Source: an optimization exercise on an open RTL-to-GDS flow (aim: small area, a short achievable clock period and few clock cycles per item). Production flows keep margins and buffers that such runs may drop.
Only the layout flow was run in this run; the RTL was not checked for function there.
Power figures rest on the tool's default switching activity, not on a simulated workload.

### flow/run.sh
#!/bin/bash
# synth_recipe.tcl (not shown) runs the flow's synth.tcl, then flattens the netlist and writes it again
# the make line also repeats each setting of config.mk as NAME=value (left out here)
make -C /OpenROAD-flow-scripts/flow DESIGN_CONFIG=/design/flow/config.mk WORK_HOME=/design/flow/orfs CLKGATE_MAP_FILE= SYNTH_SCRIPT=/design/flow/synth_recipe.tcl finish
### flow/config.mk
export PLATFORM = sky130hd
export DESIGN_NAME = vector_floating_point_divide_unit_iterative
export DESIGN_NICKNAME = vector_floating_point_divide_unit_iterative
export VERILOG_FILES = /design/flow/design.v
export SDC_FILE = /design/flow/constraint.sdc
export NUM_CORES = 4
export LEC_CHECK = 0
export CAP_MARGIN = 20
export CORE_MARGIN = 2
export CORE_UTILIZATION = 30
export SETUP_SLACK_MARGIN = 1.5
export SLEW_MARGIN = 20
### flow/constraint.sdc
create_clock -name core_clock -period 5.5 [get_ports {clock}]
set_input_delay 1.1000 -clock core_clock [delete_from_list [all_inputs] [get_ports {clock}]]
set_output_delay 1.1000 -clock core_clock [all_outputs]
set_load 0.01 [all_outputs]
### flow/design.v
package vector_floating_point_divide_unit_iterative_pkg;
  localparam logic [2:0] ZERO   = 3'd0;
  localparam logic [2:0] NORMAL = 3'd1;
  localparam logic [2:0] INF    = 3'd2;
  localparam logic [2:0] QNAN   = 3'd3;
  localparam logic [2:0] SNAN   = 3'd4;
  localparam int FF_NV = 4;
  localparam int FF_DZ = 3;
  localparam int FF_OF = 2;
  localparam int FF_UF = 1;
  localparam int FF_NX = 0;
  localparam logic [1:0] IDLE   = 2'd0;
  localparam logic [1:0] DIVIDE = 2'd1;
  localparam logic [1:0] ROUND  = 2'd2;
  localparam logic [1:0] DONE   = 2'd3;
  localparam logic [31:0] FP32_CANONICAL_NAN  = 32'h7FC00000;
  localparam int          FP32_BIAS           = 127;
  localparam int          FP32_DIV_ITERATIONS = 26;
  function automatic logic [2:0] fp32_classify(input logic [31:0] x);
    logic [2:0] c;
    if (x[30:23] == 8'h00)      c = ZERO;
    else if (x[30:23] == 8'hFF) c = (x[22:0] == 23'd0) ? INF :
                                    (x[22] ? QNAN : SNAN);
    else                        c = NORMAL;
    fp32_classify = c;
  endfunction
endpackage
module fp32_divide_lane (
  input  logic        clock,
  input  logic        load,
  input  logic        step,
  input  logic        round,
  input  logic [31:0] op_x,
  input  logic [31:0] op_y,
  input  logic        reverse,
  output logic [31:0] result,
  output logic [4:0]  flags
);
  localparam int NV = vector_floating_point_divide_unit_iterative_pkg::FF_NV;
  localparam int DZ = vector_floating_point_divide_unit_iterative_pkg::FF_DZ;
  localparam int OF = vector_floating_point_divide_unit_iterative_pkg::FF_OF;
  localparam int UF = vector_floating_point_divide_unit_iterative_pkg::FF_UF;
  localparam int NX = vector_floating_point_divide_unit_iterative_pkg::FF_NX;
  logic [26:0] s_q, c_q;   
  logic        nz_q, nz_n;   
  logic [22:0] d_q;        
  logic [25:0] q_q;        
  logic [9:0]  e_q;        
  logic        h_q;        
  logic        s_sign_q;
  logic        sp_nan_q, sp_inf_q, sp_zero_q, sp_nv_q, sp_dz_q;
  logic        rs_q;
  logic [7:0]  re_q;
  logic [30:0] op_a, op_b;
  assign op_a = reverse ? op_y[30:0] : op_x[30:0];
  assign op_b = reverse ? op_x[30:0] : op_y[30:0];
  logic x_ff, y_ff, x_fz, y_fz, x_ez, y_ez;
  assign x_ff = &op_x[30:23];
  assign y_ff = &op_y[30:23];
  assign x_fz = ~|op_x[22:0];
  assign y_fz = ~|op_y[22:0];
  assign x_ez = ~|op_x[30:23];
  assign y_ez = ~|op_y[30:23];
  logic a_zero, a_inf, a_nan, a_snan, b_zero, b_inf, b_nan, b_snan;
  logic a_ff, b_ff, a_fz, b_fz, a_q, b_q;
  assign a_ff   = reverse ? y_ff : x_ff;
  assign b_ff   = reverse ? x_ff : y_ff;
  assign a_fz   = reverse ? y_fz : x_fz;
  assign b_fz   = reverse ? x_fz : y_fz;
  assign a_zero = reverse ? y_ez : x_ez;
  assign b_zero = reverse ? x_ez : y_ez;
  assign a_q    = reverse ? op_y[22] : op_x[22];
  assign b_q    = reverse ? op_x[22] : op_y[22];
  assign a_inf  = a_ff & a_fz;
  assign b_inf  = b_ff & b_fz;
  assign a_nan  = a_ff & ~a_fz;
  assign b_nan  = b_ff & ~b_fz;
  assign a_snan = a_nan & ~a_q;
  assign b_snan = b_nan & ~b_q;
  logic p_nan, p_inf, p_zero, p_nv, p_dz, p_invalid;
  assign p_invalid = (a_zero & b_zero) | (a_inf & b_inf);
  assign p_nan  = a_nan | b_nan | p_invalid;
  assign p_nv   = a_snan | b_snan | p_invalid;
  assign p_inf  = ~p_nan & (a_inf | b_zero);
  assign p_dz   = ~p_nan & ~a_inf & b_zero;
  assign p_zero = ~p_nan & ~a_inf & ~b_zero & (a_zero | b_inf);
  logic [9:0] e_xy, e_yx, e_in;
  assign e_xy = {2'b00, op_x[30:23]} - {2'b00, op_y[30:23]} + 10'd126;
  assign e_yx = {2'b00, op_y[30:23]} - {2'b00, op_x[30:23]} + 10'd126;
  assign e_in = reverse ? e_yx : e_xy;
  logic h_xy, h_yx, h_in;
  assign h_xy = (op_x[22:20] <= op_y[22:20]);
  assign h_yx = (op_y[22:20] <= op_x[22:20]);
  assign h_in = reverse ? h_yx : h_xy;
  function automatic logic [3:0] sel_digit(input logic [2:0] dh, input logic [6:0] e);
    logic [3:0] r;
    case ({dh, e})
      10'd3: r = 4'b0100;
      10'd4: r = 4'b0100;
      10'd5: r = 4'b0100;
      10'd6: r = 4'b0100;
      10'd7: r = 4'b0100;
      10'd8: r = 4'b0100;
      10'd9: r = 4'b0100;
      10'd10: r = 4'b0100;
      10'd11: r = 4'b0100;
      10'd12: r = 4'b1000;
      10'd13: r = 4'b1000;
      10'd14: r = 4'b1000;
      10'd15: r = 4'b1000;
      10'd16: r = 4'b1000;
      10'd17: r = 4'b1000;
      10'd18: r = 4'b1000;
      10'd19: r = 4'b1000;
      10'd20: r = 4'b1000;
      10'd21: r = 4'b1000;
      10'd22: r = 4'b1000;
      10'd23: r = 4'b1000;
      10'd24: r = 4'b1000;
      10'd25: r = 4'b1000;
      10'd26: r = 4'b1000;
      10'd27: r = 4'b1000;
      10'd28: r = 4'b1000;
      10'd29: r = 4'b1000;
      10'd30: r = 4'b1000;
      10'd31: r = 4'b1000;
      10'd32: r = 4'b1000;
      10'd33: r = 4'b1000;
      10'd34: r = 4'b1000;
      10'd35: r = 4'b1000;
      10'd36: r = 4'b1000;
      10'd37: r = 4'b1000;
      10'd38: r = 4'b1000;
      10'd39: r = 4'b1000;
      10'd40: r = 4'b1000;
      10'd41: r = 4'b1000;
      10'd42: r = 4'b1000;
      10'd43: r = 4'b1000;
      10'd44: r = 4'b1000;
      10'd45: r = 4'b1000;
      10'd46: r = 4'b1000;
      10'd47: r = 4'b1000;
      10'd48: r = 4'b1000;
      10'd49: r = 4'b1000;
      10'd50: r = 4'b1000;
      10'd51: r = 4'b1000;
      10'd52: r = 4'b1000;
      10'd53: r = 4'b1000;
      10'd54: r = 4'b1000;
      10'd55: r = 4'b1000;
      10'd56: r = 4'b1000;
      10'd57: r = 4'b1000;
      10'd58: r = 4'b1000;
      10'd59: r = 4'b1000;
      10'd60: r = 4'b1000;
      10'd61: r = 4'b1000;
      10'd62: r = 4'b1000;
      10'd63: r = 4'b1000;
      10'd64: r = 4'b0001;
      10'd65: r = 4'b0001;
      10'd66: r = 4'b0001;
      10'd67: r = 4'b0001;
      10'd68: r = 4'b0001;
      10'd69: r = 4'b0001;
      10'd70: r = 4'b0001;
      10'd71: r = 4'b0001;
      10'd72: r = 4'b0001;
      10'd73: r = 4'b0001;
      10'd74: r = 4'b0001;
      10'd75: r = 4'b0001;
      10'd76: r = 4'b0001;
      10'd77: r = 4'b0001;
      10'd78: r = 4'b0001;
      10'd79: r = 4'b0001;
      10'd80: r = 4'b0001;
      10'd81: r = 4'b0001;
      10'd82: r = 4'b0001;
      10'd83: r = 4'b0001;
      10'd84: r = 4'b0001;
      10'd85: r = 4'b0001;
      10'd86: r = 4'b0001;
      10'd87: r = 4'b0001;
      10'd88: r = 4'b0001;
      10'd89: r = 4'b0001;
      10'd90: r = 4'b0001;
      10'd91: r = 4'b0001;
      10'd92: r = 4'b0001;
      10'd93: r = 4'b0001;
      10'd94: r = 4'b0001;
      10'd95: r = 4'b0001;
      10'd96: r = 4'b0001;
      10'd97: r = 4'b0001;
      10'd98: r = 4'b0001;
      10'd99: r = 4'b0001;
      10'd100: r = 4'b0001;
      10'd101: r = 4'b0001;
      10'd102: r = 4'b0001;
      10'd103: r = 4'b0001;
      10'd104: r = 4'b0001;
      10'd105: r = 4'b0001;
      10'd106: r = 4'b0001;
      10'd107: r = 4'b0001;
      10'd108: r = 4'b0001;
      10'd109: r = 4'b0001;
      10'd110: r = 4'b0001;
      10'd111: r = 4'b0001;
      10'd112: r = 4'b0001;
      10'd113: r = 4'b0001;
      10'd114: r = 4'b0001;
      10'd115: r = 4'b0010;
      10'd116: r = 4'b0010;
      10'd117: r = 4'b0010;
      10'd118: r = 4'b0010;
      10'd119: r = 4'b0010;
      10'd120: r = 4'b0010;
      10'd121: r = 4'b0010;
      10'd122: r = 4'b0010;
      10'd132: r = 4'b0100;
      10'd133: r = 4'b0100;
      10'd134: r = 4'b0100;
      10'd135: r = 4'b0100;
      10'd136: r = 4'b0100;
      10'd137: r = 4'b0100;
      10'd138: r = 4'b0100;
      10'd139: r = 4'b0100;
      10'd140: r = 4'b0100;
      10'd141: r = 4'b0100;
      10'd142: r = 4'b1000;
      10'd143: r = 4'b1000;
      10'd144: r = 4'b1000;
      10'd145: r = 4'b1000;
      10'd146: r = 4'b1000;
      10'd147: r = 4'b1000;
      10'd148: r = 4'b1000;
      10'd149: r = 4'b1000;
      10'd150: r = 4'b1000;
      10'd151: r = 4'b1000;
      10'd152: r = 4'b1000;
      10'd153: r = 4'b1000;
      10'd154: r = 4'b1000;
      10'd155: r = 4'b1000;
      10'd156: r = 4'b1000;
      10'd157: r = 4'b1000;
      10'd158: r = 4'b1000;
      10'd159: r = 4'b1000;
      10'd160: r = 4'b1000;
      10'd161: r = 4'b1000;
      10'd162: r = 4'b1000;
      10'd163: r = 4'b1000;
      10'd164: r = 4'b1000;
      10'd165: r = 4'b1000;
      10'd166: r = 4'b1000;
      10'd167: r = 4'b1000;
      10'd168: r = 4'b1000;
      10'd169: r = 4'b1000;
      10'd170: r = 4'b1000;
      10'd171: r = 4'b1000;
      10'd172: r = 4'b1000;
      10'd173: r = 4'b1000;
      10'd174: r = 4'b1000;
      10'd175: r = 4'b1000;
      10'd176: r = 4'b1000;
      10'd177: r = 4'b1000;
      10'd178: r = 4'b1000;
      10'd179: r = 4'b1000;
      10'd180: r = 4'b1000;
      10'd181: r = 4'b1000;
      10'd182: r = 4'b1000;
      10'd183: r = 4'b1000;
      10'd184: r = 4'b1000;
      10'd185: r = 4'b1000;
      10'd186: r = 4'b1000;
      10'd187: r = 4'b1000;
      10'd188: r = 4'b1000;
      10'd189: r = 4'b1000;
      10'd190: r = 4'b1000;
      10'd191: r = 4'b1000;
      10'd192: r = 4'b0001;
      10'd193: r = 4'b0001;
      10'd194: r = 4'b0001;
      10'd195: r = 4'b0001;
      10'd196: r = 4'b0001;
      10'd197: r = 4'b0001;
      10'd198: r = 4'b0001;
      10'd199: r = 4'b0001;
      10'd200: r = 4'b0001;
      10'd201: r = 4'b0001;
      10'd202: r = 4'b0001;
      10'd203: r = 4'b0001;
      10'd204: r = 4'b0001;
      10'd205: r = 4'b0001;
      10'd206: r = 4'b0001;
      10'd207: r = 4'b0001;
      10'd208: r = 4'b0001;
      10'd209: r = 4'b0001;
      10'd210: r = 4'b0001;
      10'd211: r = 4'b0001;
      10'd212: r = 4'b0001;
      10'd213: r = 4'b0001;
      10'd214: r = 4'b0001;
      10'd215: r = 4'b0001;
      10'd216: r = 4'b0001;
      10'd217: r = 4'b0001;
      10'd218: r = 4'b0001;
      10'd219: r = 4'b0001;
      10'd220: r = 4'b0001;
      10'd221: r = 4'b0001;
      10'd222: r = 4'b0001;
      10'd223: r = 4'b0001;
      10'd224: r = 4'b0001;
      10'd225: r = 4'b0001;
      10'd226: r = 4'b0001;
      10'd227: r = 4'b0001;
      10'd228: r = 4'b0001;
      10'd229: r = 4'b0001;
      10'd230: r = 4'b0001;
      10'd231: r = 4'b0001;
      10'd232: r = 4'b0001;
      10'd233: r = 4'b0001;
      10'd234: r = 4'b0001;
      10'd235: r = 4'b0001;
      10'd236: r = 4'b0001;
      10'd237: r = 4'b0001;
      10'd238: r = 4'b0001;
      10'd239: r = 4'b0001;
      10'd240: r = 4'b0001;
      10'd241: r = 4'b0010;
      10'd242: r = 4'b0010;
      10'd243: r = 4'b0010;
      10'd244: r = 4'b0010;
      10'd245: r = 4'b0010;
      10'd246: r = 4'b0010;
      10'd247: r = 4'b0010;
      10'd248: r = 4'b0010;
      10'd249: r = 4'b0010;
      10'd260: r = 4'b0100;
      10'd261: r = 4'b0100;
      10'd262: r = 4'b0100;
      10'd263: r = 4'b0100;
      10'd264: r = 4'b0100;
      10'd265: r = 4'b0100;
      10'd266: r = 4'b0100;
      10'd267: r = 4'b0100;
      10'd268: r = 4'b0100;
      10'd269: r = 4'b0100;
      10'd270: r = 4'b0100;
      10'd271: r = 4'b1000;
      10'd272: r = 4'b1000;
      10'd273: r = 4'b1000;
      10'd274: r = 4'b1000;
      10'd275: r = 4'b1000;
      10'd276: r = 4'b1000;
      10'd277: r = 4'b1000;
      10'd278: r = 4'b1000;
      10'd279: r = 4'b1000;
      10'd280: r = 4'b1000;
      10'd281: r = 4'b1000;
      10'd282: r = 4'b1000;
      10'd283: r = 4'b1000;
      10'd284: r = 4'b1000;
      10'd285: r = 4'b1000;
      10'd286: r = 4'b1000;
      10'd287: r = 4'b1000;
      10'd288: r = 4'b1000;
      10'd289: r = 4'b1000;
      10'd290: r = 4'b1000;
      10'd291: r = 4'b1000;
      10'd292: r = 4'b1000;
      10'd293: r = 4'b1000;
      10'd294: r = 4'b1000;
      10'd295: r = 4'b1000;
      10'd296: r = 4'b1000;
      10'd297: r = 4'b1000;
      10'd298: r = 4'b1000;
      10'd299: r = 4'b1000;
      10'd300: r = 4'b1000;
      10'd301: r = 4'b1000;
      10'd302: r = 4'b1000;
      10'd303: r = 4'b1000;
      10'd304: r = 4'b1000;
      10'd305: r = 4'b1000;
      10'd306: r = 4'b1000;
      10'd307: r = 4'b1000;
      10'd308: r = 4'b1000;
      10'd309: r = 4'b1000;
      10'd310: r = 4'b1000;
      10'd311: r = 4'b1000;
      10'd312: r = 4'b1000;
      10'd313: r = 4'b1000;
      10'd314: r = 4'b1000;
      10'd315: r = 4'b1000;
      10'd316: r = 4'b1000;
      10'd317: r = 4'b1000;
      10'd318: r = 4'b1000;
      10'd319: r = 4'b1000;
      10'd320: r = 4'b0001;
      10'd321: r = 4'b0001;
      10'd322: r = 4'b0001;
      10'd323: r = 4'b0001;
      10'd324: r = 4'b0001;
      10'd325: r = 4'b0001;
      10'd326: r = 4'b0001;
      10'd327: r = 4'b0001;
      10'd328: r = 4'b0001;
      10'd329: r = 4'b0001;
      10'd330: r = 4'b0001;
      10'd331: r = 4'b0001;
      10'd332: r = 4'b0001;
      10'd333: r = 4'b0001;
      10'd334: r = 4'b0001;
      10'd335: r = 4'b0001;
      10'd336: r = 4'b0001;
      10'd337: r = 4'b0001;
      10'd338: r = 4'b0001;
      10'd339: r = 4'b0001;
      10'd340: r = 4'b0001;
      10'd341: r = 4'b0001;
      10'd342: r = 4'b0001;
      10'd343: r = 4'b0001;
      10'd344: r = 4'b0001;
      10'd345: r = 4'b0001;
      10'd346: r = 4'b0001;
      10'd347: r = 4'b0001;
      10'd348: r = 4'b0001;
      10'd349: r = 4'b0001;
      10'd350: r = 4'b0001;
      10'd351: r = 4'b0001;
      10'd352: r = 4'b0001;
      10'd353: r = 4'b0001;
      10'd354: r = 4'b0001;
      10'd355: r = 4'b0001;
      10'd356: r = 4'b0001;
      10'd357: r = 4'b0001;
      10'd358: r = 4'b0001;
      10'd359: r = 4'b0001;
      10'd360: r = 4'b0001;
      10'd361: r = 4'b0001;
      10'd362: r = 4'b0001;
      10'd363: r = 4'b0001;
      10'd364: r = 4'b0001;
      10'd365: r = 4'b0001;
      10'd366: r = 4'b0001;
      10'd367: r = 4'b0001;
      10'd368: r = 4'b0010;
      10'd369: r = 4'b0010;
      10'd370: r = 4'b0010;
      10'd371: r = 4'b0010;
      10'd372: r = 4'b0010;
      10'd373: r = 4'b0010;
      10'd374: r = 4'b0010;
      10'd375: r = 4'b0010;
      10'd376: r = 4'b0010;
      10'd377: r = 4'b0010;
      10'd388: r = 4'b0100;
      10'd389: r = 4'b0100;
      10'd390: r = 4'b0100;
      10'd391: r = 4'b0100;
      10'd392: r = 4'b0100;
      10'd393: r = 4'b0100;
      10'd394: r = 4'b0100;
      10'd395: r = 4'b0100;
      10'd396: r = 4'b0100;
      10'd397: r = 4'b0100;
      10'd398: r = 4'b0100;
      10'd399: r = 4'b0100;
      10'd400: r = 4'b1000;
      10'd401: r = 4'b1000;
      10'd402: r = 4'b1000;
      10'd403: r = 4'b1000;
      10'd404: r = 4'b1000;
      10'd405: r = 4'b1000;
      10'd406: r = 4'b1000;
      10'd407: r = 4'b1000;
      10'd408: r = 4'b1000;
      10'd409: r = 4'b1000;
      10'd410: r = 4'b1000;
      10'd411: r = 4'b1000;
      10'd412: r = 4'b1000;
      10'd413: r = 4'b1000;
      10'd414: r = 4'b1000;
      10'd415: r = 4'b1000;
      10'd416: r = 4'b1000;
      10'd417: r = 4'b1000;
      10'd418: r = 4'b1000;
      10'd419: r = 4'b1000;
      10'd420: r = 4'b1000;
      10'd421: r = 4'b1000;
      10'd422: r = 4'b1000;
      10'd423: r = 4'b1000;
      10'd424: r = 4'b1000;
      10'd425: r = 4'b1000;
      10'd426: r = 4'b1000;
      10'd427: r = 4'b1000;
      10'd428: r = 4'b1000;
      10'd429: r = 4'b1000;
      10'd430: r = 4'b1000;
      10'd431: r = 4'b1000;
      10'd432: r = 4'b1000;
      10'd433: r = 4'b1000;
      10'd434: r = 4'b1000;
      10'd435: r = 4'b1000;
      10'd436: r = 4'b1000;
      10'd437: r = 4'b1000;
      10'd438: r = 4'b1000;
      10'd439: r = 4'b1000;
      10'd440: r = 4'b1000;
      10'd441: r = 4'b1000;
      10'd442: r = 4'b1000;
      10'd443: r = 4'b1000;
      10'd444: r = 4'b1000;
      10'd445: r = 4'b1000;
      10'd446: r = 4'b1000;
      10'd447: r = 4'b1000;
      10'd448: r = 4'b0001;
      10'd449: r = 4'b0001;
      10'd450: r = 4'b0001;
      10'd451: r = 4'b0001;
      10'd452: r = 4'b0001;
      10'd453: r = 4'b0001;
      10'd454: r = 4'b0001;
      10'd455: r = 4'b0001;
      10'd456: r = 4'b0001;
      10'd457: r = 4'b0001;
      10'd458: r = 4'b0001;
      10'd459: r = 4'b0001;
      10'd460: r = 4'b0001;
      10'd461: r = 4'b0001;
      10'd462: r = 4'b0001;
      10'd463: r = 4'b0001;
      10'd464: r = 4'b0001;
      10'd465: r = 4'b0001;
      10'd466: r = 4'b0001;
      10'd467: r = 4'b0001;
      10'd468: r = 4'b0001;
      10'd469: r = 4'b0001;
      10'd470: r = 4'b0001;
      10'd471: r = 4'b0001;
      10'd472: r = 4'b0001;
      10'd473: r = 4'b0001;
      10'd474: r = 4'b0001;
      10'd475: r = 4'b0001;
      10'd476: r = 4'b0001;
      10'd477: r = 4'b0001;
      10'd478: r = 4'b0001;
      10'd479: r = 4'b0001;
      10'd480: r = 4'b0001;
      10'd481: r = 4'b0001;
      10'd482: r = 4'b0001;
      10'd483: r = 4'b0001;
      10'd484: r = 4'b0001;
      10'd485: r = 4'b0001;
      10'd486: r = 4'b0001;
      10'd487: r = 4'b0001;
      10'd488: r = 4'b0001;
      10'd489: r = 4'b0001;
      10'd490: r = 4'b0001;
      10'd491: r = 4'b0001;
      10'd492: r = 4'b0001;
      10'd493: r = 4'b0001;
      10'd494: r = 4'b0010;
      10'd495: r = 4'b0010;
      10'd496: r = 4'b0010;
      10'd497: r = 4'b0010;
      10'd498: r = 4'b0010;
      10'd499: r = 4'b0010;
      10'd500: r = 4'b0010;
      10'd501: r = 4'b0010;
      10'd502: r = 4'b0010;
      10'd503: r = 4'b0010;
      10'd504: r = 4'b0010;
      10'd517: r = 4'b0100;
      10'd518: r = 4'b0100;
      10'd519: r = 4'b0100;
      10'd520: r = 4'b0100;
      10'd521: r = 4'b0100;
      10'd522: r = 4'b0100;
      10'd523: r = 4'b0100;
      10'd524: r = 4'b0100;
      10'd525: r = 4'b0100;
      10'd526: r = 4'b0100;
      10'd527: r = 4'b0100;
      10'd528: r = 4'b0100;
      10'd529: r = 4'b0100;
      10'd530: r = 4'b1000;
      10'd531: r = 4'b1000;
      10'd532: r = 4'b1000;
      10'd533: r = 4'b1000;
      10'd534: r = 4'b1000;
      10'd535: r = 4'b1000;
      10'd536: r = 4'b1000;
      10'd537: r = 4'b1000;
      10'd538: r = 4'b1000;
      10'd539: r = 4'b1000;
      10'd540: r = 4'b1000;
      10'd541: r = 4'b1000;
      10'd542: r = 4'b1000;
      10'd543: r = 4'b1000;
      10'd544: r = 4'b1000;
      10'd545: r = 4'b1000;
      10'd546: r = 4'b1000;
      10'd547: r = 4'b1000;
      10'd548: r = 4'b1000;
      10'd549: r = 4'b1000;
      10'd550: r = 4'b1000;
      10'd551: r = 4'b1000;
      10'd552: r = 4'b1000;
      10'd553: r = 4'b1000;
      10'd554: r = 4'b1000;
      10'd555: r = 4'b1000;
      10'd556: r = 4'b1000;
      10'd557: r = 4'b1000;
      10'd558: r = 4'b1000;
      10'd559: r = 4'b1000;
      10'd560: r = 4'b1000;
      10'd561: r = 4'b1000;
      10'd562: r = 4'b1000;
      10'd563: r = 4'b1000;
      10'd564: r = 4'b1000;
      10'd565: r = 4'b1000;
      10'd566: r = 4'b1000;
      10'd567: r = 4'b1000;
      10'd568: r = 4'b1000;
      10'd569: r = 4'b1000;
      10'd570: r = 4'b1000;
      10'd571: r = 4'b1000;
      10'd572: r = 4'b1000;
      10'd573: r = 4'b1000;
      10'd574: r = 4'b1000;
      10'd575: r = 4'b1000;
      10'd576: r = 4'b0001;
      10'd577: r = 4'b0001;
      10'd578: r = 4'b0001;
      10'd579: r = 4'b0001;
      10'd580: r = 4'b0001;
      10'd581: r = 4'b0001;
      10'd582: r = 4'b0001;
      10'd583: r = 4'b0001;
      10'd584: r = 4'b0001;
      10'd585: r = 4'b0001;
      10'd586: r = 4'b0001;
      10'd587: r = 4'b0001;
      10'd588: r = 4'b0001;
      10'd589: r = 4'b0001;
      10'd590: r = 4'b0001;
      10'd591: r = 4'b0001;
      10'd592: r = 4'b0001;
      10'd593: r = 4'b0001;
      10'd594: r = 4'b0001;
      10'd595: r = 4'b0001;
      10'd596: r = 4'b0001;
      10'd597: r = 4'b0001;
      10'd598: r = 4'b0001;
      10'd599: r = 4'b0001;
      10'd600: r = 4'b0001;
      10'd601: r = 4'b0001;
      10'd602: r = 4'b0001;
      10'd603: r = 4'b0001;
      10'd604: r = 4'b0001;
      10'd605: r = 4'b0001;
      10'd606: r = 4'b0001;
      10'd607: r = 4'b0001;
      10'd608: r = 4'b0001;
      10'd609: r = 4'b0001;
      10'd610: r = 4'b0001;
      10'd611: r = 4'b0001;
      10'd612: r = 4'b0001;
      10'd613: r = 4'b0001;
      10'd614: r = 4'b0001;
      10'd615: r = 4'b0001;
      10'd616: r = 4'b0001;
      10'd617: r = 4'b0001;
      10'd618: r = 4'b0001;
      10'd619: r = 4'b0001;
      10'd620: r = 4'b0010;
      10'd621: r = 4'b0010;
      10'd622: r = 4'b0010;
      10'd623: r = 4'b0010;
      10'd624: r = 4'b0010;
      10'd625: r = 4'b0010;
      10'd626: r = 4'b0010;
      10'd627: r = 4'b0010;
      10'd628: r = 4'b0010;
      10'd629: r = 4'b0010;
      10'd630: r = 4'b0010;
      10'd631: r = 4'b0010;
      10'd645: r = 4'b0100;
      10'd646: r = 4'b0100;
      10'd647: r = 4'b0100;
      10'd648: r = 4'b0100;
      10'd649: r = 4'b0100;
      10'd650: r = 4'b0100;
      10'd651: r = 4'b0100;
      10'd652: r = 4'b0100;
      10'd653: r = 4'b0100;
      10'd654: r = 4'b0100;
      10'd655: r = 4'b0100;
      10'd656: r = 4'b0100;
      10'd657: r = 4'b0100;
      10'd658: r = 4'b0100;
      10'd659: r = 4'b1000;
      10'd660: r = 4'b1000;
      10'd661: r = 4'b1000;
      10'd662: r = 4'b1000;
      10'd663: r = 4'b1000;
      10'd664: r = 4'b1000;
      10'd665: r = 4'b1000;
      10'd666: r = 4'b1000;
      10'd667: r = 4'b1000;
      10'd668: r = 4'b1000;
      10'd669: r = 4'b1000;
      10'd670: r = 4'b1000;
      10'd671: r = 4'b1000;
      10'd672: r = 4'b1000;
      10'd673: r = 4'b1000;
      10'd674: r = 4'b1000;
      10'd675: r = 4'b1000;
      10'd676: r = 4'b1000;
      10'd677: r = 4'b1000;
      10'd678: r = 4'b1000;
      10'd679: r = 4'b1000;
      10'd680: r = 4'b1000;
      10'd681: r = 4'b1000;
      10'd682: r = 4'b1000;
      10'd683: r = 4'b1000;
      10'd684: r = 4'b1000;
      10'd685: r = 4'b1000;
      10'd686: r = 4'b1000;
      10'd687: r = 4'b1000;
      10'd688: r = 4'b1000;
      10'd689: r = 4'b1000;
      10'd690: r = 4'b1000;
      10'd691: r = 4'b1000;
      10'd692: r = 4'b1000;
      10'd693: r = 4'b1000;
      10'd694: r = 4'b1000;
      10'd695: r = 4'b1000;
      10'd696: r = 4'b1000;
      10'd697: r = 4'b1000;
      10'd698: r = 4'b1000;
      10'd699: r = 4'b1000;
      10'd700: r = 4'b1000;
      10'd701: r = 4'b1000;
      10'd702: r = 4'b1000;
      10'd703: r = 4'b1000;
      10'd704: r = 4'b0001;
      10'd705: r = 4'b0001;
      10'd706: r = 4'b0001;
      10'd707: r = 4'b0001;
      10'd708: r = 4'b0001;
      10'd709: r = 4'b0001;
      10'd710: r = 4'b0001;
      10'd711: r = 4'b0001;
      10'd712: r = 4'b0001;
      10'd713: r = 4'b0001;
      10'd714: r = 4'b0001;
      10'd715: r = 4'b0001;
      10'd716: r = 4'b0001;
      10'd717: r = 4'b0001;
      10'd718: r = 4'b0001;
      10'd719: r = 4'b0001;
      10'd720: r = 4'b0001;
      10'd721: r = 4'b0001;
      10'd722: r = 4'b0001;
      10'd723: r = 4'b0001;
      10'd724: r = 4'b0001;
      10'd725: r = 4'b0001;
      10'd726: r = 4'b0001;
      10'd727: r = 4'b0001;
      10'd728: r = 4'b0001;
      10'd729: r = 4'b0001;
      10'd730: r = 4'b0001;
      10'd731: r = 4'b0001;
      10'd732: r = 4'b0001;
      10'd733: r = 4'b0001;
      10'd734: r = 4'b0001;
      10'd735: r = 4'b0001;
      10'd736: r = 4'b0001;
      10'd737: r = 4'b0001;
      10'd738: r = 4'b0001;
      10'd739: r = 4'b0001;
      10'd740: r = 4'b0001;
      10'd741: r = 4'b0001;
      10'd742: r = 4'b0001;
      10'd743: r = 4'b0001;
      10'd744: r = 4'b0001;
      10'd745: r = 4'b0001;
      10'd746: r = 4'b0001;
      10'd747: r = 4'b0010;
      10'd748: r = 4'b0010;
      10'd749: r = 4'b0010;
      10'd750: r = 4'b0010;
      10'd751: r = 4'b0010;
      10'd752: r = 4'b0010;
      10'd753: r = 4'b0010;
      10'd754: r = 4'b0010;
      10'd755: r = 4'b0010;
      10'd756: r = 4'b0010;
      10'd757: r = 4'b0010;
      10'd758: r = 4'b0010;
      10'd759: r = 4'b0010;
      10'd773: r = 4'b0100;
      10'd774: r = 4'b0100;
      10'd775: r = 4'b0100;
      10'd776: r = 4'b0100;
      10'd777: r = 4'b0100;
      10'd778: r = 4'b0100;
      10'd779: r = 4'b0100;
      10'd780: r = 4'b0100;
      10'd781: r = 4'b0100;
      10'd782: r = 4'b0100;
      10'd783: r = 4'b0100;
      10'd784: r = 4'b0100;
      10'd785: r = 4'b0100;
      10'd786: r = 4'b0100;
      10'd787: r = 4'b0100;
      10'd788: r = 4'b1000;
      10'd789: r = 4'b1000;
      10'd790: r = 4'b1000;
      10'd791: r = 4'b1000;
      10'd792: r = 4'b1000;
      10'd793: r = 4'b1000;
      10'd794: r = 4'b1000;
      10'd795: r = 4'b1000;
      10'd796: r = 4'b1000;
      10'd797: r = 4'b1000;
      10'd798: r = 4'b1000;
      10'd799: r = 4'b1000;
      10'd800: r = 4'b1000;
      10'd801: r = 4'b1000;
      10'd802: r = 4'b1000;
      10'd803: r = 4'b1000;
      10'd804: r = 4'b1000;
      10'd805: r = 4'b1000;
      10'd806: r = 4'b1000;
      10'd807: r = 4'b1000;
      10'd808: r = 4'b1000;
      10'd809: r = 4'b1000;
      10'd810: r = 4'b1000;
      10'd811: r = 4'b1000;
      10'd812: r = 4'b1000;
      10'd813: r = 4'b1000;
      10'd814: r = 4'b1000;
      10'd815: r = 4'b1000;
      10'd816: r = 4'b1000;
      10'd817: r = 4'b1000;
      10'd818: r = 4'b1000;
      10'd819: r = 4'b1000;
      10'd820: r = 4'b1000;
      10'd821: r = 4'b1000;
      10'd822: r = 4'b1000;
      10'd823: r = 4'b1000;
      10'd824: r = 4'b1000;
      10'd825: r = 4'b1000;
      10'd826: r = 4'b1000;
      10'd827: r = 4'b1000;
      10'd828: r = 4'b1000;
      10'd829: r = 4'b1000;
      10'd830: r = 4'b1000;
      10'd831: r = 4'b1000;
      10'd832: r = 4'b0001;
      10'd833: r = 4'b0001;
      10'd834: r = 4'b0001;
      10'd835: r = 4'b0001;
      10'd836: r = 4'b0001;
      10'd837: r = 4'b0001;
      10'd838: r = 4'b0001;
      10'd839: r = 4'b0001;
      10'd840: r = 4'b0001;
      10'd841: r = 4'b0001;
      10'd842: r = 4'b0001;
      10'd843: r = 4'b0001;
      10'd844: r = 4'b0001;
      10'd845: r = 4'b0001;
      10'd846: r = 4'b0001;
      10'd847: r = 4'b0001;
      10'd848: r = 4'b0001;
      10'd849: r = 4'b0001;
      10'd850: r = 4'b0001;
      10'd851: r = 4'b0001;
      10'd852: r = 4'b0001;
      10'd853: r = 4'b0001;
      10'd854: r = 4'b0001;
      10'd855: r = 4'b0001;
      10'd856: r = 4'b0001;
      10'd857: r = 4'b0001;
      10'd858: r = 4'b0001;
      10'd859: r = 4'b0001;
      10'd860: r = 4'b0001;
      10'd861: r = 4'b0001;
      10'd862: r = 4'b0001;
      10'd863: r = 4'b0001;
      10'd864: r = 4'b0001;
      10'd865: r = 4'b0001;
      10'd866: r = 4'b0001;
      10'd867: r = 4'b0001;
      10'd868: r = 4'b0001;
      10'd869: r = 4'b0001;
      10'd870: r = 4'b0001;
      10'd871: r = 4'b0001;
      10'd872: r = 4'b0001;
      10'd873: r = 4'b0010;
      10'd874: r = 4'b0010;
      10'd875: r = 4'b0010;
      10'd876: r = 4'b0010;
      10'd877: r = 4'b0010;
      10'd878: r = 4'b0010;
      10'd879: r = 4'b0010;
      10'd880: r = 4'b0010;
      10'd881: r = 4'b0010;
      10'd882: r = 4'b0010;
      10'd883: r = 4'b0010;
      10'd884: r = 4'b0010;
      10'd885: r = 4'b0010;
      10'd886: r = 4'b0010;
      10'd902: r = 4'b0100;
      10'd903: r = 4'b0100;
      10'd904: r = 4'b0100;
      10'd905: r = 4'b0100;
      10'd906: r = 4'b0100;
      10'd907: r = 4'b0100;
      10'd908: r = 4'b0100;
      10'd909: r = 4'b0100;
      10'd910: r = 4'b0100;
      10'd911: r = 4'b0100;
      10'd912: r = 4'b0100;
      10'd913: r = 4'b0100;
      10'd914: r = 4'b0100;
      10'd915: r = 4'b0100;
      10'd916: r = 4'b0100;
      10'd917: r = 4'b0100;
      10'd918: r = 4'b1000;
      10'd919: r = 4'b1000;
      10'd920: r = 4'b1000;
      10'd921: r = 4'b1000;
      10'd922: r = 4'b1000;
      10'd923: r = 4'b1000;
      10'd924: r = 4'b1000;
      10'd925: r = 4'b1000;
      10'd926: r = 4'b1000;
      10'd927: r = 4'b1000;
      10'd928: r = 4'b1000;
      10'd929: r = 4'b1000;
      10'd930: r = 4'b1000;
      10'd931: r = 4'b1000;
      10'd932: r = 4'b1000;
      10'd933: r = 4'b1000;
      10'd934: r = 4'b1000;
      10'd935: r = 4'b1000;
      10'd936: r = 4'b1000;
      10'd937: r = 4'b1000;
      10'd938: r = 4'b1000;
      10'd939: r = 4'b1000;
      10'd940: r = 4'b1000;
      10'd941: r = 4'b1000;
      10'd942: r = 4'b1000;
      10'd943: r = 4'b1000;
      10'd944: r = 4'b1000;
      10'd945: r = 4'b1000;
      10'd946: r = 4'b1000;
      10'd947: r = 4'b1000;
      10'd948: r = 4'b1000;
      10'd949: r = 4'b1000;
      10'd950: r = 4'b1000;
      10'd951: r = 4'b1000;
      10'd952: r = 4'b1000;
      10'd953: r = 4'b1000;
      10'd954: r = 4'b1000;
      10'd955: r = 4'b1000;
      10'd956: r = 4'b1000;
      10'd957: r = 4'b1000;
      10'd958: r = 4'b1000;
      10'd959: r = 4'b1000;
      10'd960: r = 4'b0001;
      10'd961: r = 4'b0001;
      10'd962: r = 4'b0001;
      10'd963: r = 4'b0001;
      10'd964: r = 4'b0001;
      10'd965: r = 4'b0001;
      10'd966: r = 4'b0001;
      10'd967: r = 4'b0001;
      10'd968: r = 4'b0001;
      10'd969: r = 4'b0001;
      10'd970: r = 4'b0001;
      10'd971: r = 4'b0001;
      10'd972: r = 4'b0001;
      10'd973: r = 4'b0001;
      10'd974: r = 4'b0001;
      10'd975: r = 4'b0001;
      10'd976: r = 4'b0001;
      10'd977: r = 4'b0001;
      10'd978: r = 4'b0001;
      10'd979: r = 4'b0001;
      10'd980: r = 4'b0001;
      10'd981: r = 4'b0001;
      10'd982: r = 4'b0001;
      10'd983: r = 4'b0001;
      10'd984: r = 4'b0001;
      10'd985: r = 4'b0001;
      10'd986: r = 4'b0001;
      10'd987: r = 4'b0001;
      10'd988: r = 4'b0001;
      10'd989: r = 4'b0001;
      10'd990: r = 4'b0001;
      10'd991: r = 4'b0001;
      10'd992: r = 4'b0001;
      10'd993: r = 4'b0001;
      10'd994: r = 4'b0001;
      10'd995: r = 4'b0001;
      10'd996: r = 4'b0001;
      10'd997: r = 4'b0001;
      10'd998: r = 4'b0001;
      10'd999: r = 4'b0010;
      10'd1000: r = 4'b0010;
      10'd1001: r = 4'b0010;
      10'd1002: r = 4'b0010;
      10'd1003: r = 4'b0010;
      10'd1004: r = 4'b0010;
      10'd1005: r = 4'b0010;
      10'd1006: r = 4'b0010;
      10'd1007: r = 4'b0010;
      10'd1008: r = 4'b0010;
      10'd1009: r = 4'b0010;
      10'd1010: r = 4'b0010;
      10'd1011: r = 4'b0010;
      10'd1012: r = 4'b0010;
      10'd1013: r = 4'b0010;
      default: r = 4'b0000;
    endcase
    sel_digit = r;
  endfunction
  logic [3:0] dg_q;        
  logic [2:0] dgs_q;       
  logic qpos, qneg, qone, qtwo;
  assign qpos = dg_q[3] | dg_q[2];
  assign qneg = dg_q[1] | dg_q[0];
  assign qone = dg_q[2] | dg_q[1];
  assign qtwo = dg_q[3] | dg_q[0];
  logic [26:0] mag, addend;
  assign mag    = ({27{qone}} & {3'b000, 1'b1, d_q}) | ({27{qtwo}} & {2'b00, 1'b1, d_q, 1'b0});
  assign addend = qpos ? ~mag : mag;
  logic [26:0] sum, cy;
  assign sum = s_q ^ c_q ^ addend;
  assign cy  = (s_q & c_q) | (s_q & addend) | (c_q & addend);
  logic [26:0] mag_t, addend_t;
  logic [24:17] sum_t, cy_t;
  assign mag_t    = ({27{dgs_q[1]}} & {3'b000, 1'b1, d_q}) | ({27{dgs_q[0]}} & {2'b00, 1'b1, d_q, 1'b0});
  assign addend_t = dgs_q[2] ? ~mag_t : mag_t;
  assign sum_t    = s_q[24:17] ^ c_q[24:17] ^ addend_t[24:17];
  assign cy_t     = (s_q[24:17] & c_q[24:17]) | (s_q[24:17] & addend_t[24:17]) | (c_q[24:17] & addend_t[24:17]);
  logic [6:0] est_n, est_xy, est_yx;
  logic [3:0] dg_n, dg_ld, dg_xy, dg_yx;
  assign est_n  = sum_t[24:18] + cy_t[23:17];
  assign dg_n   = sel_digit(d_q[22:20], est_n);
  assign est_xy = h_xy ? {2'b00, 1'b1, op_x[22:19]} : {3'b000, 1'b1, op_x[22:20]};
  assign est_yx = h_yx ? {2'b00, 1'b1, op_y[22:19]} : {3'b000, 1'b1, op_y[22:20]};
  assign dg_xy  = sel_digit(op_y[22:20], est_xy);
  assign dg_yx  = sel_digit(op_x[22:20], est_yx);
  assign dg_ld  = reverse ? dg_yx : dg_xy;
  logic [25:0] q_dec;
  logic [1:0]  dig;
  assign q_dec = q_q - 26'd1;
  assign dig   = {qtwo | (qone & qneg), qone};
  logic        neg, nz;
  logic [26:0] wsum, s_n, c_n;
  assign wsum = s_q + c_q;
  assign neg  = wsum[26];
  assign nz   = nz_q;
  assign s_n  = {sum[24:0], 2'b00};
  assign c_n  = {cy[23:0], qpos, 2'b00};
  assign nz_n = ((s_n ^ c_n) != {(s_n[25:0] | c_n[25:0]), 1'b0});
  logic        lead1, norm, r, xb, lsb, up, inexact;
  logic [22:0] frac, fr, fr_inc;
  logic        c_inc, c;
  logic [9:0]  e0, e_inc, e_fin;
  logic        ovf, unf, ovf0, unf0, ovf1, unf1;
  logic [31:0] rnd_res;
  logic [4:0]  rnd_flags;
  always_comb begin
    lead1   = q_q[25];
    norm    = ~h_q | lead1;
    frac    = lead1 ? q_q[24:2] : q_q[23:1];
    r       = lead1 ? q_q[1]    : q_q[0];
    xb      = lead1 & q_q[0];
    lsb     = frac[0];
    up      = r & (xb | (~neg & (lsb | nz)));
    inexact = r | xb | nz;
    {c_inc, fr_inc} = {1'b0, frac} + 24'd1;
    fr      = up ? fr_inc : frac;
    c       = up & c_inc;
    e0      = e_q + {9'd0, norm};
    e_inc   = e0 + 10'd1;
    ovf0    = ($signed(e0) >= 10'sd255);
    unf0    = ($signed(e0) <= 10'sd0);
    ovf1    = ($signed(e_inc) >= 10'sd255);
    unf1    = ($signed(e_inc) <= 10'sd0);
    e_fin   = c ? e_inc : e0;
    ovf     = c ? ovf1 : ovf0;
    unf     = c ? unf1 : unf0;
    rnd_flags = '0;
    if (sp_nan_q) begin
      rnd_res       = 32'h7FC00000;
      rnd_flags[NV] = sp_nv_q;
    end else if (sp_inf_q) begin
      rnd_res       = {s_sign_q, 8'hFF, 23'd0};
      rnd_flags[DZ] = sp_dz_q;
    end else if (sp_zero_q) begin
      rnd_res       = {s_sign_q, 31'd0};
    end else if (ovf) begin
      rnd_res       = {s_sign_q, 8'hFF, 23'd0};
      rnd_flags[OF] = 1'b1;
      rnd_flags[NX] = 1'b1;
    end else if (unf) begin
      rnd_res       = {s_sign_q, 31'd0};
      rnd_flags[UF] = 1'b1;
      rnd_flags[NX] = 1'b1;
    end else begin
      rnd_res       = {s_sign_q, e_fin[7:0], fr};
      rnd_flags[NX] = inexact;
    end
  end
  assign flags = rnd_flags;
  always_ff @(posedge clock) begin
    if (load) begin
      s_q       <= h_in ? {2'b00, 1'b1, op_a[22:0], 1'b0} : {3'b000, 1'b1, op_a[22:0]};
      c_q       <= '0;
      d_q       <= op_b[22:0];
      e_q       <= e_in;
      h_q       <= h_in;
      s_sign_q  <= op_x[31] ^ op_y[31];
      sp_nan_q  <= p_nan;
      sp_inf_q  <= p_inf;
      sp_zero_q <= p_zero;
      sp_nv_q   <= p_nv;
      sp_dz_q   <= p_dz;
      dg_q      <= dg_ld;
      dgs_q     <= {dg_ld[3] | dg_ld[2], dg_ld[2] | dg_ld[1], dg_ld[3] | dg_ld[0]};
    end else if (step) begin
      s_q   <= s_n;
      c_q   <= c_n;
      nz_q  <= nz_n;
      dg_q  <= dg_n;
      dgs_q <= {dg_n[3] | dg_n[2], dg_n[2] | dg_n[1], dg_n[3] | dg_n[0]};
      q_q <= qneg ? {q_dec[23:0], dig} : {q_q[23:0], dig};
    end
    if (round) begin
      q_q[22:0] <= rnd_res[22:0];
      re_q      <= rnd_res[30:23];
      rs_q      <= rnd_res[31];
    end
  end
  assign result = {rs_q, re_q, q_q[22:0]};
endmodule
module vector_floating_point_divide_unit_iterative #(
  parameter int VLEN = 128,
  parameter int SEW  = 32
) (
  input  logic            clock,
  input  logic            reset,
  input  logic            flush,
  input  logic            in_valid,
  output logic            in_ready,
  input  logic            reverse,
  input  logic [VLEN-1:0] vs2,
  input  logic [VLEN-1:0] vs1,
  output logic            out_valid,
  input  logic            out_ready,
  output logic [VLEN-1:0] vd,
  output logic [4:0]      fflags
);
  localparam int NUM_LANES = VLEN / SEW;
  localparam int STEPS     = 13;
  if (SEW != 32) begin : g_sew_chk
    $error("vector divider supports SEW=32 only");
  end
  if (VLEN % 32 != 0) begin : g_vlen_chk
    $error("VLEN must be a multiple of 32");
  end
  logic       ld_q;       
  logic       it_q;
  logic       rnd_q;
  logic [3:0] cnt_q;
  logic       ov_q;
  logic       accept, step_en, last, it_d;
  assign in_ready  = ld_q;
  assign out_valid = ov_q;
  assign accept    = ld_q & in_valid & ~flush;
  assign step_en   = it_q & (~ov_q | out_ready);
  assign last      = (cnt_q == 4'(STEPS - 1));
  assign it_d      = accept | (it_q & ~(step_en & last));
  always_ff @(posedge clock or posedge reset) begin
    if (reset) begin
      ld_q  <= 1'b0;
      it_q  <= 1'b0;
      rnd_q <= 1'b0;
      cnt_q <= '0;
      ov_q  <= 1'b0;
    end else if (flush) begin
      ld_q  <= 1'b1;
      it_q  <= 1'b0;
      rnd_q <= 1'b0;
      cnt_q <= '0;
      ov_q  <= 1'b0;
    end else begin
      it_q  <= it_d;
      if (step_en) cnt_q <= last ? 4'd0 : cnt_q + 4'd1;
      rnd_q <= step_en & last;
      ld_q  <= ~accept & ~it_d;
      if (rnd_q)          ov_q <= 1'b1;
      else if (out_ready) ov_q <= 1'b0;
    end
  end
  logic [NUM_LANES-1:0][31:0] lane_res;
  logic [NUM_LANES-1:0][4:0]  lane_flags;
  logic [4:0]                 flags_or;
  for (genvar i = 0; i < NUM_LANES; i++) begin : g_lane
    assign vd[32*i +: 32] = lane_res[i];
    fp32_divide_lane u_lane (
      .clock    (clock),
      .load     (ld_q),
      .step     (step_en),
      .round    (rnd_q),
      .op_x     (vs2[32*i +: 32]),
      .op_y     (vs1[32*i +: 32]),
      .reverse  (reverse),
      .result   (lane_res[i]),
      .flags    (lane_flags[i])
    );
  end
  always_comb begin
    flags_or = '0;
    for (int i = 0; i < NUM_LANES; i++) flags_or = flags_or | lane_flags[i];
  end
  always_ff @(posedge clock) begin
    if (rnd_q) fflags <= flags_or;
  end
endmodule
==> results by group <==
Status
  – Outcome: complete, no violations

Logic synthesis
  – Netlist Area Pre-Place: 49,900 um2
  – Share of the yosys chip area belonging to registers: 0.3119
  – Top cells by count, synth: edfxtp_1, inv_1, nor2_1
  – Multiplexer share of the synthesized area: 0.07285
  – Syn_nets: 6,136
  – Leading area contributor after synthesis: edfxtp_1
  – Post-synth top area share: 0.2678
  – Synth Area in Adders: 0.1340
  – Post-synth cell types: 93
  – Top_reg_cell synth: edfxtp_1
  – Xor/xnor share of the synthesized area: 0.09812
  – Yosys reg bits: 553
  – FFs w/ async S/R, synth: 0.01447
  – Top post-synthesis cells by area: edfxtp_1, ha_1, xnor2_1, fa_1, xor2_1
  – Top-count cell post-synth: edfxtp_1
  – Simple-gate portion of the synthesized area: 0.1459
  – Largest family of logic cells by synthesized area: compound AO/OA/AOI/OAI gates
  – Post-Synthesis Cells: 5,414
  – Yosys warning count: 2
  – Compound-Gate Fraction of Synth Area: 0.1650
  – Post-synth EDFFs: 445
  – Avg Inst Size Synth: 9.216 um2

Power
  – Clk network pwr share: 0.167
  – Internal power: 17.14 mW
  – Static leakage: 22.14 nW
  – Sw Ratio: 0.4578
  – Sequential power share: 0.197
  – Power per cell area: 535.1 nW/um2
  – Comb power frac: 0.636
  – Peak supply drop: 0.4777 mV
  – Psw: 14.47 mW

Timing
  – Fmax: 253.3 MHz
  – Period utilization: 0.7177
  – Worst setup margin: 1553 ps
  – Setup Viol. Count Final: 0
  – Fin crit period: 3947 ps
  – RSZ-0062 raised after global routing: true
  – Actual slew at the worst max-slew pin: 1135 ps
  – Final setup TNS: 0 ps
  – Max-slew violations: 0
  – Relative slew slack: 0.2364
  – Clock skew: 60.98 ps
  – Final Hold Viols: 0

Critical path
  – Startpoint Class: register
  – Cells along the critical path: or2_4 > a22oi_1 > xor2_1 > fa_1 > inv_1 > ha_1 > xor2_1 > nand4_1 > nor4_1 > nand4_1
  – Worst EP required: 5770 ps
  – CP max FO: 24
  – Reg2Reg Setup Slack: 1550 ps
  – Crit-path slowest cell: fa_1
  – Top delay family on crit path: simple AND/OR/NAND/NOR gates
  – Worst-case reg-to-reg path depth: 10
  – CP Class: reg -> reg
  – Critical Path Stages: 10
  – Crit path DAT: 4220 ps
  – Slowest stage delay, CP: 510 ps
  – CP bufs+invs: 1
  – Worst setup EP type: register

Placed design
  – Post-DP HPWL: 123,800 um
  – Post-placement cell count: 7,667
  – IO Port Bufs: 396
  – Dpl ws: 780.2 ps
  – RePlAce Congestion: 0.8988

Drt
  – Pre-Repair DR Iteration Count: 6
  – Post-Route WL: 164,000 um
  – Metal2 WL: 74,130 um
  – DRT antenna net count: 0
  – Post-Route M1 WL: 76,400 um
  – Vias per inst: 5.372
  – Initial DRC count: 3,520
  – Met3 routed WL: 9801 um
  – Routed len/inst: 20.87 um
  – Vias post-DR: 42,200
  – Max Used Layer: met4
  – DR DRC count: 0

Global routing
  – Vias in the first global route: 40,940
  – Largest net degree at the start of global routing: 119
  – All-Layer GR Usage: 0.1868
  – First-pass GRT wire length: 248,200 um
  – Initial antenna violation count: 3
  – Grt total ovfl: 0

CTS
  – Hold-fix buffers at CTS: 0
  – Sink Count: 553
  – CTS tree: built
  – CTS buffer count: 75
  – CTS H-tree depth: 3
  – Root buffer cell: clkbuf_16
  – Clk slew on worst S/H paths: 60 ps
  – Longest Clk Path Bufs: 3
  – Worst-Skew Late Latency: 720 ps

Layout
  – Net count, final: 6,324
  – Final core utilization: 0.3581
  – Non-Filler Instances: 7,856
  – Filler instances: 16,650
  – Share of layout cells above drive strength 1: 0.1034
  – Area delta synth->final: 18.42%

Hold path
  – Hold Crit Class: reg -> reg
  – Worst hold path stage count: 2

Die
  – Vert. Die Dim: 411.8 um
  – Total die area: 169,600 um2
  – Core area: 165,000 um2
  – Rows: 149
  – Die width: 411.8 um
  – I/O pin count: 397
  – Starting density of the core: 0.3024

Flow run
  – Max-Cap Viols: 0
[through the flow]
step / power (mW) / cell area (um2) / hold slack [ps]
final: 31.61 / 59090 / 460.9
after global routing: 34.08 / 59080 / 488.6
after CTS: 30.47 / 58420 / 463.5
after detailed placement: 24.70 / 55410 / 455.6
after global placement: 24.44 / 55390 / 449.2
after floorplan: 19.98 / 49920 / 440.6
[logic make-up after synthesis]
logic type,after synthesis
XOR/XNOR,559
AND/OR/NAND/NOR,1483
AO/OA/AOI/OAI,1238
multiplexers,267
adder cells (fa/ha/maj),460
buffers and inverters,854
flip-flops,553
[per-layer routing]
layer  vias to the layer above  track usage
li1                      19980            -
met3                       187      0.02707
met1                     20700       0.2650
met5                         -            0
met2                      1331       0.2965
met4                         0      0.04699
[cell usage in the layout (no fill, tap or decap), types with 109 or more instances in the layout]
cell type,count
edfxtp_1,445
inv_1,437
nor2_1,420
clkdlybuf4s50_1,395
ha_1,329
nand2_1,327
a21oi_1,326
xnor2_1,317
xor2_1,225
o21ai_0,191
a22oi_1,123
fa_1,121
a211oi_1,120
nor3_1,117
buf_4,115
mux2_2,109
[power groups by stage]
stage	registers (mW)	logic, mW	clock network, mW
finish	6.22	20.1	5.29
global route	6.31	22.2	5.57
CTS	6.20	18.8	5.42
detailed placement	6.31	18.4	0
global placement	6.29	18.2	0
floorplan	5.85	14.1	0
[worst paths after layout]
kind / endpoint / startpoint
setup reg to reg: g_lane[0].u_lane.nz_q / g_lane[0].u_lane.dg_q[2]
min in group asynchronous: rnd_q / reset
setup / recovery: g_lane[0].u_lane.nz_q / g_lane[0].u_lane.dg_q[2]
max in group asynchronous: ld_q / reset
hold reg to reg: g_lane[3].u_lane.c_q[25] / g_lane[3].u_lane.c_q[25]
hold / removal: g_lane[3].u_lane.c_q[25] / g_lane[3].u_lane.c_q[25]
[worst reg2reg max path, stage by stage, from the launching register on]
cell      delay (ps)
edfxtp_1         450
or2_4            430
a22oi_1          290
xor2_1           120
fa_1             510
inv_1             60
ha_1             300
xor2_1           310
nand4_1          160
nor4_1           380
nand4_1          510
[flip-flops by register name (all words and copies together) (netlist names), 5 cells and up]
register,count
g_lane.u_lane.d_q,92
g_lane.u_lane.dg_q,16
g_lane.u_lane.q_q,104
g_lane.u_lane.s_q,108
fflags,5
g_lane.u_lane.re_q,32
g_lane.u_lane.c_q,100
g_lane.u_lane.dgs_q,12
g_lane.u_lane.e_q,40
[timing repair]
action                                  in CTS  in global routing
endpoints found under the setup margin     126                152
gates cloned                                 3                  0
setup buffers                               23                 21
pin swaps                                   14                 18
resized for setup                           36                 93
hold endpoints to repair                     0                  0
[layout make-up]
class | instances | area, um2 | share of cell area
Antenna cell | 2 | 5.005 | 0.00008470
Clock inverter | 46 | 644.4 | 0.01091
Inverter | 443 | 1672 | 0.02829
Clock buffer | 94 | 1989 | 0.03367
Timing Repair Buffer | 520 | 4969 | 0.08409
Sequential cell | 553 | 15570 | 0.2636
Multi-Input combinational cell | 4009 | 31500 | 0.5330
Tap cell | 2189 | 2739 | 0.04635

[afterwards: timing with drivers on the ports]
The flow's constraints put no driver on any port. The routed layout listed below was extracted and timed again, unchanged, in two steps. Step 1: set_driving_cell puts a clkbuf_16 on clock and a buf_2 on each other input, an assumption about the parent block. Step 2 adds t to the input delays and takes it off the output delays; t is the mean of the earliest and latest rising clock arrival at the registers after step 1. Input paths then give back, and output paths get back, about the clock's delay inside the block. Slacks: no drivers / after step 1 / after step 2; pairs: no drivers / after step 1.
t (ns): 0.772
setup slack, ns: 1.553 / 1.553 / 0.853
worst setup path at the end: input to register
After both steps setup and hold are still met in this run. The setup slack of this run moves by 0.000 ns with the drivers and by -0.700 ns with both steps.
